Background: an optimization exercise with open tools, aiming at small area, a short achievable clock period and few clock cycles per item. Do not read the settings as production practice.
In this exercise RTL edits were held to simulation tests only and were not proved equivalent to the original.

[run.sh]
#!/bin/bash
# synth_recipe.tcl (not shown) runs the flow's synth.tcl, then flattens the netlist and writes it again
# the make line also repeats each setting of config.mk as NAME=value (left out here)
make -C /OpenROAD-flow-scripts/flow DESIGN_CONFIG=/design/flow/config.mk WORK_HOME=/design/flow/orfs CLKGATE_MAP_FILE= SYNTH_SCRIPT=/design/flow/synth_recipe.tcl finish
[config.mk]
export PLATFORM = sky130hd
export DESIGN_NAME = rational_fraction_alu_core
export DESIGN_NICKNAME = rational_fraction_alu_core
export VERILOG_FILES = /design/flow/design.v
export SDC_FILE = /design/flow/constraint.sdc
export NUM_CORES = 4
export LEC_CHECK = 0
export CAP_MARGIN = 20
export CORE_MARGIN = 2
export CORE_UTILIZATION = 40
export SETUP_SLACK_MARGIN = 5
export SLEW_MARGIN = 20
[constraint.sdc]
create_clock -name core_clock -period 11.0 [get_ports {clk}]
set_input_delay 2.2000 -clock core_clock [delete_from_list [all_inputs] [get_ports {clk}]]
set_output_delay 2.2000 -clock core_clock [all_outputs]
set_load 0.01 [all_outputs]
[design.v]
package rfa_pkg;
  localparam logic [2:0] KIND_ADD = 3'd0;
  localparam logic [2:0] KIND_SUB = 3'd1;
  localparam logic [2:0] KIND_MUL = 3'd2;
  localparam logic [2:0] KIND_DIV = 3'd3;
  localparam logic [2:0] KIND_CMP = 3'd4;
  localparam logic [2:0] KIND_RED = 3'd5;
  localparam logic [1:0] ST_OK   = 2'd0;
  localparam logic [1:0] ST_ZDEN = 2'd1;
  localparam logic [1:0] ST_DIV0 = 2'd2;
  localparam logic [1:0] ST_OVF  = 2'd3;
  localparam logic [1:0] ORD_LT = 2'd0;
  localparam logic [1:0] ORD_EQ = 2'd1;
  localparam logic [1:0] ORD_GT = 2'd2;
endpackage
import rfa_pkg::*;
module rational_fraction_alu_core (
  input  logic               clk,
  input  logic               rst_n,
  input  logic               in_valid,
  output logic               in_ready,
  input  logic [2:0]         in_kind,
  input  logic signed [31:0] in_a_num,
  input  logic signed [31:0] in_a_den,
  input  logic signed [31:0] in_b_num,
  input  logic signed [31:0] in_b_den,
  output logic               out_valid,
  input  logic               out_ready,
  output logic signed [31:0] out_res_num,
  output logic [30:0]        out_res_den,
  output logic [1:0]         out_order,
  output logic [1:0]         out_status,
  output logic               out_last
);
  localparam logic [3:0] S_IDLE  = 4'd0;
  localparam logic [3:0] S_MX    = 4'd1;
  localparam logic [3:0] S_MY    = 4'd2;
  localparam logic [3:0] S_FORM  = 4'd3;
  localparam logic [3:0] S_MD    = 4'd4;
  localparam logic [3:0] S_RA    = 4'd5;
  localparam logic [3:0] S_RB    = 4'd6;
  localparam logic [3:0] S_GWAIT = 4'd7;
  localparam logic [3:0] S_GCD   = 4'd8;
  localparam logic [3:0] S_NEG   = 4'd9;
  localparam logic [3:0] S_EMIT  = 4'd10;
  localparam logic [3:0] S_W1    = 4'd11;
  localparam logic [3:0] S_GI    = 4'd12;
  localparam logic [3:0] S_SKIP  = 4'd13;
  function automatic logic [1:0] top_f(input logic [31:0] m, input logic s);
    logic c1, c2, c3;
    c1 = s & (&m[7:0]);
    c2 = c1 & (&m[15:8]);
    c3 = c2 & (&m[23:16]);
    if ((|m[31:24]) | c3)      top_f = 2'd3;
    else if ((|m[23:16]) | c2) top_f = 2'd2;
    else if ((|m[15:8]) | c1)  top_f = 2'd1;
    else                       top_f = 2'd0;
  endfunction
  function automatic logic [1:0] tz_f(input logic [3:0] v);
    if (v[1])      tz_f = 2'd0;
    else if (v[2]) tz_f = 2'd1;
    else if (v[3]) tz_f = 2'd2;
    else           tz_f = 2'd3;
  endfunction
  function automatic logic [63:0] shr_f(input logic [63:0] v, input logic [1:0] k);
    case (k)
      2'd0:    shr_f = {1'b0, v[63:1]};
      2'd1:    shr_f = {2'b0, v[63:2]};
      2'd2:    shr_f = {3'b0, v[63:3]};
      default: shr_f = {4'b0, v[63:4]};
    endcase
  endfunction
  function automatic logic [30:0] shl_f(input logic [30:0] v, input logic [1:0] k);
    case (k)
      2'd0:    shl_f = {v[29:0], 1'b0};
      2'd1:    shl_f = {v[28:0], 2'b0};
      2'd2:    shl_f = {v[27:0], 3'b0};
      default: shl_f = {v[26:0], 4'b0};
    endcase
  endfunction
  function automatic logic shl_ovf_f(input logic [30:0] v, input logic [1:0] k);
    case (k)
      2'd0:    shl_ovf_f = v[30];
      2'd1:    shl_ovf_f = |v[30:29];
      2'd2:    shl_ovf_f = |v[30:28];
      default: shl_ovf_f = |v[30:27];
    endcase
  endfunction
  logic [3:0]  state_r;
  logic [2:0]  kind_r;
  logic        half_r, first_r;
  logic [1:0]  cnt_r;
  logic        sa_r, sb_r;
  logic [63:0] a_r, b_r;
  logic [31:0] A1_r;
  logic [30:0] B1_r, A2_r, B2_r;
  logic        neg_r;
  logic [1:0]  stp_r, ordp_r;
  logic        ov_r, oz_r, last_r;
  logic [1:0]  sto_r, ordo_r;
  logic [31:0] pm_r;
  logic        ps_r;
  logic [7:0]  ch_r;
  logic        p_en, p_first, p_dest_a;
  logic [31:0] rbn_r, rbd_r;
  logic        zbd_r;
  logic [31:0] m_an, m_ad, m_bn, m_bd;
  logic        z_an, z_ad, z_bn, z_bd, sa_in, sb_in;
  logic [1:0]  top_ad, top_bd, top_bn;
  assign m_an   = in_a_num ^ {32{in_a_num[31]}};
  assign m_ad   = in_a_den ^ {32{in_a_den[31]}};
  assign m_bn   = in_b_num ^ {32{in_b_num[31]}};
  assign m_bd   = in_b_den ^ {32{in_b_den[31]}};
  assign z_an   = in_a_num == 32'd0;
  assign z_ad   = in_a_den == 32'd0;
  assign z_bn   = in_b_num == 32'd0;
  assign z_bd   = in_b_den == 32'd0;
  assign sa_in  = (in_a_num[31] ^ in_a_den[31]) && !z_an;
  assign sb_in  = (in_b_num[31] ^ in_b_den[31]) && !z_bn;
  assign top_ad = top_f(m_ad, in_a_den[31]);
  assign top_bd = top_f(m_bd, in_b_den[31]);
  assign top_bn = top_f(m_bn, in_b_num[31]);
  logic [3:0] disp_state;
  logic [1:0] disp_cnt, disp_stp;
  always_comb begin
    if (in_kind > KIND_RED) disp_state = S_SKIP;
    else if (in_kind <= KIND_CMP && (z_ad || z_bd)) disp_state = S_EMIT;
    else if (in_kind == KIND_DIV && z_bn) disp_state = S_EMIT;
    else if (in_kind == KIND_RED) disp_state = S_RA;
    else disp_state = S_MX;
    if (in_kind == KIND_MUL) disp_cnt = top_bn;
    else if (in_kind == KIND_RED) disp_cnt = 2'd0;
    else disp_cnt = top_bd;
    disp_stp = (in_kind == KIND_DIV && !z_ad && !z_bd) ? ST_DIV0 : ST_ZDEN;
  end
  logic [2:0]  psel;
  logic [1:0]  qsel;
  logic        s1_en, s1_dest_a, s1_first;
  logic [31:0] pm, qm;
  logic        ps, qs, qcarry;
  logic [7:0]  qk;
  always_comb begin
    psel      = 3'd0;
    qsel      = 2'd0;
    s1_en     = 1'b0;
    s1_dest_a = 1'b0;
    s1_first  = first_r;
    case (state_r)
      S_MX: begin
        psel = 3'd0; qsel = (kind_r == KIND_MUL) ? 2'd2 : 2'd0;
        s1_en = 1'b1; s1_dest_a = cnt_r == 2'd0;
      end
      S_MY: begin
        psel = 3'd1; qsel = 2'd1; s1_en = 1'b1;
      end
      S_FORM, S_MD: begin
        psel = 3'd2; qsel = (kind_r == KIND_DIV) ? 2'd2 : 2'd0;
        s1_en = kind_r != KIND_CMP;
      end
      S_RA: begin
        psel = half_r ? 3'd4 : 3'd0; qsel = 2'd3;
        s1_en = 1'b1; s1_dest_a = 1'b1; s1_first = 1'b1;
      end
      S_RB: begin
        psel = half_r ? 3'd5 : 3'd2; qsel = 2'd3;
        s1_en = 1'b1; s1_first = 1'b1;
      end
      default: ;
    endcase
  end
  always_comb begin
    case (psel)
      3'd0:    begin pm = m_an; ps = in_a_num[31]; end
      3'd1:    begin pm = m_bn; ps = in_b_num[31]; end
      3'd2:    begin pm = m_ad; ps = in_a_den[31]; end
      3'd4:    begin pm = rbn_r ^ {32{rbn_r[31]}}; ps = rbn_r[31]; end
      default: begin pm = rbd_r ^ {32{rbd_r[31]}}; ps = rbd_r[31]; end
    endcase
    case (qsel)
      2'd0:    begin qm = m_bd; qs = in_b_den[31]; end
      2'd1:    begin qm = m_ad; qs = in_a_den[31]; end
      2'd2:    begin qm = m_bn; qs = in_b_num[31]; end
      default: begin qm = 32'd1; qs = 1'b0; end
    endcase
    case (cnt_r)
      2'd0:    begin qk = qm[7:0];   qcarry = qs; end
      2'd1:    begin qk = qm[15:8];  qcarry = qs & (&qm[7:0]); end
      2'd2:    begin qk = qm[23:16]; qcarry = qs & (&qm[15:0]); end
      default: begin qk = qm[31:24]; qcarry = qs & (&qm[23:0]); end
    endcase
  end
  always_ff @(posedge clk) begin
    pm_r     <= pm;
    ps_r     <= ps;
    ch_r     <= qk + {7'd0, qcarry};
    p_en     <= s1_en && rst_n;
    p_first  <= s1_first;
    p_dest_a <= s1_dest_a;
  end
  logic [63:0] acc_next;
  assign acc_next = (p_first ? 64'd0 : {b_r[55:0], 8'd0})
                  + {24'd0, ({8'd0, pm_r} * {32'd0, ch_r})}
                  + {56'd0, ps_r ? ch_r : 8'd0};
  logic        addm;
  logic [64:0] dab, ub;
  logic        eq, ge, gt, ae, be, odd, c_both, c_a, c_b;
  logic [1:0]  tza, tzb, tzd, shmin;
  assign addm = (state_r == S_FORM) && (sa_r == (sb_r ^ (kind_r == KIND_SUB)));
  assign dab  = {1'b0, a_r} - {1'b0, b_r};
  assign ub   = {1'b0, b_r} + {1'b0, a_r ^ {64{!addm}}} + {64'd0, !addm};
  assign eq   = a_r == b_r;
  assign ge   = !dab[64];
  assign gt   = !ub[64];            
  assign ae   = !a_r[0];
  assign be   = !b_r[0];
  assign odd  = !ae && !be;
  assign c_both = ae && be;
  assign c_a  = ae && !be;
  assign c_b  = !ae && be;
  assign tza  = tz_f(a_r[3:0]);
  assign tzb  = tz_f(b_r[3:0]);
  assign tzd  = tz_f(dab[3:0]);
  assign shmin = (tza < tzb) ? tza : tzb;
  logic        negm;
  logic [31:0] sumA, sum2;
  logic [1:0]  shA, shB;
  logic        upd_a;
  assign negm  = state_r == S_NEG;
  assign sumA  = (negm ? ~A1_r : {1'b0, A1_r[30:0]}) + (negm ? 32'd0 : {1'b0, B1_r})
               + {31'd0, negm};
  assign sum2  = {1'b0, A2_r} + {1'b0, B2_r};
  assign shA   = c_a ? tza : tzd;
  assign shB   = c_b ? tzb : tzd;
  assign upd_a = c_a || (odd && gt);    
  logic ovf_step, ovf_end, done;
  assign ovf_end = sumA[31] || sum2[31];
  assign done    = odd && eq;
  always_comb begin
    if (c_both) ovf_step = 1'b0;
    else if (upd_a)
      ovf_step = shl_ovf_f(A1_r[30:0], shA) || shl_ovf_f(A2_r, shA) || (odd && ovf_end);
    else
      ovf_step = shl_ovf_f(B1_r, shB) || shl_ovf_f(B2_r, shB) || (odd && ovf_end);
  end
  logic out_free, lastflag, a_zero, more;
  assign out_free = !ov_r || out_ready;
  assign lastflag = !(kind_r == KIND_RED && !half_r);
  assign a_zero   = a_r == 64'd0;
  assign more     = (kind_r == KIND_RED) && !half_r;
  always_comb begin
    case (state_r)
      S_SKIP:  in_ready = 1'b1;
      S_MD:    in_ready = cnt_r == 2'd0;
      S_FORM:  in_ready = (kind_r != KIND_CMP) && (cnt_r == 2'd0);
      S_RB:    in_ready = !half_r;
      S_EMIT:  in_ready = !ov_r && !(kind_r == KIND_RED && half_r);
      default: in_ready = 1'b0;
    endcase
  end
  logic res_now, res_ok, res_ovf, res_zero, nxt_item;
  always_comb begin
    res_now  = 1'b0;
    res_ok   = 1'b0;    
    res_ovf  = 1'b0;
    res_zero = 1'b0;    
    case (state_r)
      S_GI, S_GWAIT: begin
        res_now  = out_free && a_zero;
        res_zero = 1'b1;
      end
      S_GCD: begin
        if (done) begin
          res_now = ovf_end || !neg_r;
          res_ovf = ovf_end;
          res_ok  = !ovf_end;
        end else begin
          res_now = ovf_step;
          res_ovf = 1'b1;
        end
      end
      S_NEG: begin
        res_now = 1'b1;
        res_ok  = 1'b1;
      end
      S_EMIT: res_now = !ov_r;
      default: ;
    endcase
  end
  assign nxt_item = (state_r == S_IDLE) ? in_valid
                  : (res_now && !more && state_r != S_EMIT && in_valid);
  always_ff @(posedge clk) begin
    if (ov_r && out_ready) ov_r <= 1'b0;
    if (in_ready && kind_r == KIND_RED) begin
      rbn_r <= in_b_num;
      rbd_r <= in_b_den;
      zbd_r <= z_bd;
    end
    if (p_en) begin
      if (p_dest_a) a_r <= acc_next;
      else          b_r <= acc_next;
    end
    case (state_r)
      S_MX: begin
        first_r <= cnt_r == 2'd0;
        cnt_r   <= cnt_r - 2'd1;
        if (cnt_r == 2'd0) begin
          if (kind_r == KIND_MUL) begin
            cnt_r   <= top_bd;
            state_r <= S_MD;
          end else if (kind_r == KIND_DIV) begin
            cnt_r   <= top_bn;
            state_r <= S_MD;
          end else begin
            cnt_r   <= top_ad;
            state_r <= S_MY;
          end
        end
      end
      S_MY: begin
        first_r <= cnt_r == 2'd0;
        cnt_r   <= cnt_r - 2'd1;
        if (cnt_r == 2'd0) begin
          cnt_r   <= top_bd;
          state_r <= S_W1;
        end
      end
      S_W1: state_r <= S_FORM;
      S_FORM: begin
        if (kind_r == KIND_CMP) begin
          stp_r <= ST_OK;
          if (sa_r != sb_r) ordp_r <= sa_r ? ORD_LT : ORD_GT;
          else if (eq) ordp_r <= ORD_EQ;
          else ordp_r <= (ge ^ sa_r) ? ORD_GT : ORD_LT;
          state_r <= S_EMIT;
        end else begin
          if (addm) begin
            a_r   <= ub[63:0];
            neg_r <= sa_r;
          end else if (ge) begin
            a_r   <= dab[63:0];
            neg_r <= sa_r;
          end else begin
            a_r   <= ub[63:0];
            neg_r <= sb_r ^ (kind_r == KIND_SUB);
          end
          first_r <= cnt_r == 2'd0;
          cnt_r   <= cnt_r - 2'd1;
          state_r <= (cnt_r == 2'd0) ? S_GI : S_MD;
        end
      end
      S_MD: begin
        if (kind_r != KIND_ADD && kind_r != KIND_SUB) neg_r <= sa_r ^ sb_r;
        first_r <= cnt_r == 2'd0;
        cnt_r   <= cnt_r - 2'd1;
        if (cnt_r == 2'd0) state_r <= S_GI;
      end
      S_RA: begin
        if (half_r ? zbd_r : z_ad) begin
          stp_r   <= ST_ZDEN;
          ordp_r  <= ORD_LT;
          state_r <= S_EMIT;
        end else begin
          neg_r   <= half_r ? sb_r : sa_r;
          state_r <= S_RB;
        end
      end
      S_RB: state_r <= S_GI;
      S_GI, S_GWAIT: begin
        if (!out_free) begin
          state_r <= S_GWAIT;
        end else if (!a_zero) begin
          A1_r    <= 32'd1;
          B1_r    <= 31'd0;
          A2_r    <= 31'd0;
          B2_r    <= 31'd1;
          state_r <= S_GCD;
        end
      end
      S_GCD: begin
        if (c_both) begin
          a_r <= shr_f(a_r, shmin);
          b_r <= shr_f(b_r, shmin);
        end else if (upd_a) begin
          a_r  <= shr_f(c_a ? a_r : dab[63:0], shA);
          A1_r <= {1'b0, shl_f(A1_r[30:0], shA)};
          A2_r <= shl_f(A2_r, shA);
          if (odd) begin
            B1_r <= sumA[30:0];
            B2_r <= sum2[30:0];
          end
        end else begin
          b_r  <= shr_f(c_b ? b_r : ub[63:0], shB);
          B1_r <= shl_f(B1_r, shB);
          B2_r <= shl_f(B2_r, shB);
          if (odd) begin
            A1_r <= sumA;
            A2_r <= sum2[30:0];
          end
        end
        if (done && !ovf_end && neg_r) state_r <= S_NEG;
      end
      S_NEG: A1_r <= sumA;
      default: ;
    endcase
    if (res_now) begin
      ov_r   <= 1'b1;
      last_r <= lastflag;
      if (state_r == S_EMIT) begin
        sto_r  <= stp_r;
        ordo_r <= ordp_r;
        oz_r   <= 1'b1;
      end else begin
        sto_r  <= res_ovf ? ST_OVF : ST_OK;
        ordo_r <= ORD_LT;
        oz_r   <= !res_ok;
      end
      if (more) begin
        half_r  <= 1'b1;
        first_r <= 1'b1;
        cnt_r   <= 2'd0;
        state_r <= S_RA;
      end else begin
        state_r <= S_IDLE;
      end
    end
    if (nxt_item) begin
      kind_r  <= in_kind;
      sa_r    <= sa_in;
      sb_r    <= sb_in;
      half_r  <= 1'b0;
      first_r <= 1'b1;
      stp_r   <= disp_stp;
      ordp_r  <= ORD_LT;
      cnt_r   <= disp_cnt;
      state_r <= disp_state;
    end else if (state_r == S_SKIP) begin
      state_r <= S_IDLE;
    end
    if (!rst_n) begin
      state_r <= S_IDLE;
      ov_r    <= 1'b0;
    end
  end
  assign out_valid   = ov_r;
  assign out_res_num = oz_r ? 32'd0 : A1_r;
  assign out_res_den = oz_r ? 31'd1 : A2_r;
  assign out_order   = ordo_r;
  assign out_status  = sto_r;
  assign out_last    = last_r;
endmodule
==> impl_metrics.env <==
export IMPL_grt_max_degree=79
export IMPL_status="timing/DRC/antenna clean"
export IMPL_wl_microns=260000
export IMPL_synth_cell_types=107
export IMPL_cts_tree="built"
export IMPL_synth_adder_area_share_pct=13.8
export IMPL_rr_worst_depth=20
export IMPL_final_cell_area_sq_mm=0.0625
export IMPL_synth_top_family_by_area="compound AO/OA/AOI/OAI gates"
export IMPL_clk_latency_ns=0.68
export IMPL_dieArea_sq_mm=0.142
export IMPL_synth_mux_area_share_pct=6.64
export IMPL_synth_ff_type="edfxtp_1"
export IMPL_reg2reg_to="a_r[53]"
export IMPL_antenna_found_initial=13
export IMPL_hold_viol_final=0
export IMPL_fmax_ghz=0.166
export IMPL_synth_seq_cells=386
export IMPL_drv_cap=0
export IMPL_dr_pass1_iters=8
export IMPL_ioPinCount=205
export IMPL_crit_arrival_ns=6.54
export IMPL_yosysTopAreaCell="edfxtp_1"
export IMPL_layout_nets=7914
export IMPL_synth_xor_area_share_pct=7.91
export IMPL_cts_path_max_buffers=3
export IMPL_wl_per_cell_microns=28.5
export IMPL_holdPathEnd="ordp_r[0]"
export IMPL_cts_buffers=52
export IMPL_vias=59900
export IMPL_syn_nets=8027
export IMPL_cts_max_level=2
export IMPL_gp_congestion=1.06
export IMPL_finalSetupViolations=0
export IMPL_root_buffer="clkbuf_16"
export IMPL_via_per_inst=6.56
export IMPL_tightest_slew_ns=1.31
export IMPL_post_route_min_period_ns=6.01
export IMPL_postLayoutCoreUtil_pct=45.4
export IMPL_drt_iter0_markers=8625
export IMPL_synthCells=7408
export IMPL_critPathMaxFanout=8
export IMPL_synth_avg_cell_area_sq_um=7.49
export IMPL_mostFrequentLayoutCells="1,051 x nand2_1, 602 x a21oi_1, 529 x nor2_1, 383 x o21ai_0, 378 x inv_1"
export IMPL_holdWs_ns=0.467
export IMPL_final_layout_size_suffix_gt1_share_pct=8.04
export IMPL_ant_nets=0
export IMPL_synthTopCellsByArea="edfxtp_1 11%, fa_1 7.8%, nand2_1 7.2%"
export IMPL_initial_core_util_pct=40.3
export IMPL_post_dp_cell_area_sq_mm=0.0590
export IMPL_cp_required_ns=11.54
export IMPL_skew_ns=0.0466
export IMPL_fin_crit_sh_pct=54.6
export IMPL_yosysSeqAreaShare_pct=17.6
export IMPL_hold_class="reg2reg"
export IMPL_synth_compound_area_share_pct=26.1
export IMPL_gr_total_overflow=0
export IMPL_hold_path_cell_count=1
export IMPL_core_area_sq_mm=0.137
export IMPL_slew_limit_headroom_pct=11.9
export IMPL_async_reset_ff_share_pct=0
export IMPL_synth_top_area_share_pct=11.0
export IMPL_drt_drc_violations_left=0
export IMPL_end_kind="register"
export IMPL_row_count=136
export IMPL_synth_area_sq_mm=0.0555
export IMPL_dp_hpwl_microns=194000
export IMPL_path_class="reg2reg"
export IMPL_worstPathCellList="nand2b_1, fa_1, inv_1, fa_1, inv_1, fa_1, inv_1, fa_1, ha_2, nand3_1, or4_4, o211ai_1, buf_4, nand4_4, buf_12, a2111oi_4, xnor2_2, a22o_1, a221oi_2, o211ai_1"
export IMPL_report_final_slew_viol_count=0
export IMPL_crit_top_cell="fa_1"
export IMPL_grt_pass1_vias=56200
export IMPL_fin_tns_setup_ns=0
export IMPL_cts_sinks=386
export IMPL_synth_edf_count=204
export IMPL_final_common_cell="nand2_1"
export IMPL_die_h_microns=376
export IMPL_grt_usage_pct=35.2
export IMPL_critPathLaunch="b_r[16]"
export IMPL_hold_buffers=0
export IMPL_regToRegSetupSlack_ns=4.99
export IMPL_portBuffers=204
export IMPL_rsz0062_at_grt="true"
export IMPL_worstHoldStart="ordp_r[0]"
export IMPL_crit_path_start_kind="register"
export IMPL_crit_slowest_cell="fa_1"
export IMPL_clk_pin_slew_ns=0.07
export IMPL_max_stage_delay_ns=0.57
export IMPL_synthToLayoutAreaGrowth_pct=12.6
export IMPL_grt_pass1_wl_microns=380000
export IMPL_synth_simple_area_share_pct=21.6
export IMPL_r2r_start="b_r[16]"
export IMPL_yosys_warnings=1
export IMPL_dieWidth_microns=376
registers in the layout, summed over array words and instances, names as in the netlist, 2 cells and up:
signal / flops
a_r: 64
rbn_r: 32
cnt_r: 2
pm_r: 31
state_r: 4
A1_r: 32
A2_r: 31
rbd_r: 32
ordo_r: 2
kind_r: 3
b_r: 64
ch_r: 8
ordp_r: 2
sto_r: 2
stp_r: 2
B1_r: 31
B2_r: 31
worst max-delay path: cells and delay by family, from the launching register on:
family | cells | cell delay (ns)
AO/OA/AOI/OAI | 5 | 1.17
XOR/XNOR | 1 | 0.21
adder cells (fa/ha/maj) | 5 | 2.49
buffers and inverters | 5 | 0.53
flip-flops | 1 | 0.55
AND/OR/NAND/NOR | 4 | 0.91
worst max path at each step:
| stage | end | cells after the start | slack (ns) |
|---|---|---|---|
| global placement | cnt_r[0] | 18 | 3.75 |
| detailed placement | cnt_r[0] | 18 | 3.71 |
| floorplan | a_r[53] | 24 | 5.00 |
| finish | a_r[53] | 20 | 4.99 |
| CTS | a_r[58] | 21 | 4.98 |
| global route | b_r[59] | 23 | 4.80 |
kinds of logic after synthesis:
kind of cell,count (synthesis)
and+or+nand+nor,2595
AOI/OAI and AO/OA,2200
buffers and inverters,913
xor gates and xnor gates,501
adders and majority gates,484
DFF,386
muxes,329
layer usage:
metal | vias to the layer above | GRT usage, % | share of wire, %
met5 | - | 0 | 0.022
met4 | 10 | 15.4 | 5.0
met3 | 598 | 8.23 | 12
met2 | 3728 | 50.8 | 41
met1 | 29100 | 49.7 | 42
li1 | 26500 | - | -
cells in the mapped netlist, types with 182 or more instances:
cell type,n
nor2_1,540
nand2_1,1060
o21ai_0,400
a21oi_1,620
ha_1,269
nand3_1,213
xnor2_1,356
mux2i_1,268
edfxtp_1,204
dfxtp_1,182
fa_1,215
inv_1,381
clkbuf_1,408
cell type report:
cell class	instances	area, sq um
diodes	4	10.0
flip-flops and latches	386	9810
clock buffers	65	1390
inverters	386	1450
multi-input cells	6110	43600
fillers	13900	75000
clock inverters	28	450
repair buffers	359	3550
well taps	1794	2240
stage by stage:
stage | instances | setup WS, ns
global route | 9131 | 4.80
global placement | 8989 | 3.75
floorplan | 7408 | 5.00
finish | 9132 | 4.99
detailed placement | 8990 | 3.71
CTS | 9108 | 4.98
timing repair:
| action | 4_1_cts | 5_1_grt |
|---|---|---|
| pin swaps | 18 | 38 |
| setup buffers | 21 | 17 |
| gates resized for setup | 93 | 142 |
| setup endpoints to repair | 278 | 154 |
| gates cloned | 4 | 3 |
Testbench counts, summed over its fixed seeds: cycles 34,357, items 1,280.

[static timing again, ports no longer ideal]
The flow's constraints put no driver on any port. The routed layout listed below was extracted and timed again, unchanged, in two steps. Step 1 (the two cells are an assumption about what drives the block):
set clk [get_ports {clk}]
set_driving_cell -lib_cell sky130_fd_sc_hd__clkbuf_16 $clk
set_driving_cell -lib_cell sky130_fd_sc_hd__buf_2 [delete_from_list [all_inputs] $clk]
Step 2 adds t to the input delays and takes it off the output delays; t is the mean of the earliest and latest rising clock arrival at the registers after step 1. Input paths then give back, and output paths get back, about the clock's delay inside the block. Three values: no drivers, after step 1, after step 2; two values: the first two.
shift t [ns]: 0.730
setup WS [ns]: 4.994 / 4.994 / 4.994
worst setup path at the end: register to register
worst data-port slew with drivers (ns): 0.14
After both steps this run still meets setup and hold. The setup slack of this run moves by 0.000 ns with the drivers and by 0.000 ns with both steps.
